This design comes from an exercise in tuning for small area and a short achievable clock period on the open sky130 flow, not from production work. Only simulation tests tie the RTL to the original design; equivalence was not proved. Power is estimated from default activity; no workload was simulated.

== v34 ==
// approx_inverse_gaussian_cdf
module approx_inverse_gaussian_cdf #(
    parameter int TABLE_ENTRIES = 16,
    parameter int UNIFORM_BITS  = 32
) (
    input  logic                    i_clk,
    input  logic                    i_rst_n,
    input  logic                    start,
    output logic                    busy,
    input  logic [UNIFORM_BITS-1:0] i_uniform,
    output logic                    o_valid,
    output logic signed [30:0]      o_gaussian
);
Settings: LEC_CHECK=0, CAP_MARGIN=20, CORE_MARGIN=2, CORE_UTILIZATION=40, CTS_CLUSTER_DIAMETER=120, CTS_CLUSTER_SIZE=20, SLEW_MARGIN=20; clock period 10.0 ns.
standard.sh (not shown) runs the stock make flow with config.mk's settings and CLKGATE_MAP_FILE= SYNTH_SCRIPT=/design/flow/synth_recipe.tcl, a recipe that flattens the netlist after the stock synthesis.
==> flow/flow/run.sh <==
#!/bin/bash
set -euo pipefail
bash standard.sh SETUP_SLACK_MARGIN="${AIGC_SETUP_MARGIN:-6.8}" finish > flow_make.log 2>&1
v34 reached the final stage; the timing, design-rule and antenna checks on its layout passed.
The following lists how v8 was set up differently from v34:
# v34
export LEC_CHECK = 0
export CAP_MARGIN = 20
export CORE_MARGIN = 2
export CORE_UTILIZATION = 40
export CTS_CLUSTER_DIAMETER = 120
export CTS_CLUSTER_SIZE = 20
export SLEW_MARGIN = 20
create_clock -name core_clock -period 10.0 [get_ports {i_clk}]
# v8
export LEC_CHECK = 0
export CAP_MARGIN = 20
export CORE_MARGIN = 2
export CORE_UTILIZATION = 55
export CTS_CLUSTER_DIAMETER = 120
export CTS_CLUSTER_SIZE = 20
export SLEW_MARGIN = 20
create_clock -name core_clock -period 10.0 [get_ports {i_clk}]
==> flow/flow/run.sh <==
#!/bin/bash
set -euo pipefail
bash standard.sh SETUP_SLACK_MARGIN="${AIGC_SETUP_MARGIN:-6.5}" finish > flow_make.log 2>&1
==> results.txt <==
- Internal power contribution in v8 is 6.5% below v34.
- Re height of the die: v8 and v34 aren't equal, and the higher value belongs to v34.
- Measured against each other, v8 and v34 differ in length in cells of the worst reg-to-reg path, the lower figure coming from v8.
- Comparing average wire per cell in the routed design for v8 and v34, the bigger number came from v34.
- v8 vs v34, clock distribution area overhead in the final layout went up by 0.21 points.
- v34 has a higher area growth from synthesis to layout than v8.
- Taking v34 over v8, the tap cell count ratio works out to 1.3.
- From v34 to v8, fraction of registers with async set/reset did not move at all.
- Looking at met1 layer usage reported by global route, v8 sits 8.1 points higher than v34 does.
Input-level comparison between v41 and v8:
# v8
export LEC_CHECK = 0
export CAP_MARGIN = 20
export CORE_MARGIN = 2
export CORE_UTILIZATION = 55
export CTS_CLUSTER_DIAMETER = 120
export CTS_CLUSTER_SIZE = 20
export SLEW_MARGIN = 20
create_clock -name core_clock -period 10.0 [get_ports {i_clk}]
# v41
export LEC_CHECK = 0
export CAP_MARGIN = 20
export CORE_MARGIN = 2
export CORE_UTILIZATION = 40
export CTS_CLUSTER_DIAMETER = 120
export CTS_CLUSTER_SIZE = 20
export SLEW_MARGIN = 20
create_clock -name core_clock -period 10.0 [get_ports {i_clk}]
==> flow/flow/run.sh <==
#!/bin/bash
set -euo pipefail
bash standard.sh SETUP_SLACK_MARGIN="${AIGC_SETUP_MARGIN:-6.6}" finish > flow_make.log 2>&1
--- outcome ---
- Delta (v41 minus v8): first-pass GRT wire length went up; instance area at placement saw an increase.
- Higher mean number of vias per cell goes to v8 over v41.
- [compare] base=v8 new=v41: number of buffers other than clock buffers in the final layout now sits higher; number of global-route vias before repair up 1.7%; clock skew increased 0.014 ns; internal power consumption rose by 0.000040 W.
- Final standard cell utilization of the core for v41 is lower than for v8.
- Compared to v8, v41 shows a wider setup margin.
- The routability congestion estimate from global placement in v41 is 1.05 times that in v8.
- v41 against v8; overall die width is up by more than 10%.
Input-level comparison between v16 and v41:
==> flow/flow/run.sh <==
#!/bin/bash
set -euo pipefail
bash standard.sh SETUP_SLACK_MARGIN="${AIGC_SETUP_MARGIN:-6.4}" finish > flow_make.log 2>&1
[summary]
The share of power burned in combinational logic of v16 is lower than that of v41. v16 ends up with lower post-route worst setup slack than v41 does. v41 → v16: wire length of the first global-routing pass dropped 5000 um, number of antenna cells inserted climbed 3. [compare] base=v41 new=v16: highest fanout seen on the critical path now sits lower, number of global-route vias before repair now sits lower, actual slew at the worst max-slew pin now sits higher. Lower routed wire length was reported by v16, not v41.


approx_inverse_gaussian_cdf again, from the RTL that the note above started with.
export LEC_CHECK = 0
export CAP_MARGIN = 20
export CORE_MARGIN = 2
export CORE_UTILIZATION = 40
export SLEW_MARGIN = 20
create_clock -name core_clock -period 10.0 [get_ports {i_clk}]
==> flow/flow/run.sh <==
#!/bin/bash
set -euo pipefail
bash standard.sh SETUP_SLACK_MARGIN="${AIGC_SETUP_MARGIN:-6.5}" finish > flow_make.log 2>&1
Edit:
CTS_CLUSTER_DIAMETER = 120   (was default)
CTS_CLUSTER_SIZE = 20   (was default)
=> Routed wire length barely changes; area after synthesis stays the same; cell area is lower by 2.4%; register-to-register slack improved by 0.03 ns; clock-buffer cell count is lower by 26; power is lower by 5.9%.

## re-timing with driven ports
No port has a modelled driver above. Below, the same layouts with a new extraction and two added sets of constraints. Step 1 assumes that a clkbuf_16 drives the clock port and a buf_2 every other input. Step 2 adds t to the input delays and takes it off the output delays; t is the mean of the earliest and latest rising clock arrival at the registers after step 1. Input paths then give back, and output paths get back, about the clock's delay inside the block. Slacks: no drivers / after step 1 / after step 2; pairs: no drivers / after step 1.
run | shift t [ns] | setup WS [ns] | worst hold slack (ns) | worst setup path after step 2 | clock arrival spread, ns
v34 | 0.603 | 6.603 / 6.603 / 6.010 | 0.435 / 0.435 / 0.435 | input to register | 0.023 / 0.023
v8 | 0.593 | 6.445 / 6.445 / 5.935 | 0.438 / 0.438 / 0.438 | input to register | 0.016 / 0.016
v41 | 0.628 | 6.550 / 6.550 / 5.957 | 0.430 / 0.430 / 0.430 | input to register | 0.029 / 0.030
v16 | 0.587 | 6.359 / 6.359 / 5.892 | 0.423 / 0.423 / 0.423 | input to register | 0.040 / 0.040
the first run of note 2 | 0.621 | 6.467 / 6.467 / 5.969 | 0.432 / 0.432 / 0.432 | input to register | 0.026 / 0.026
the second run of note 2 | 0.598 | 6.493 / 6.493 / 5.981 | 0.426 / 0.426 / 0.426 | input to register | 0.020 / 0.020
After both steps setup and hold are still met in every run listed.
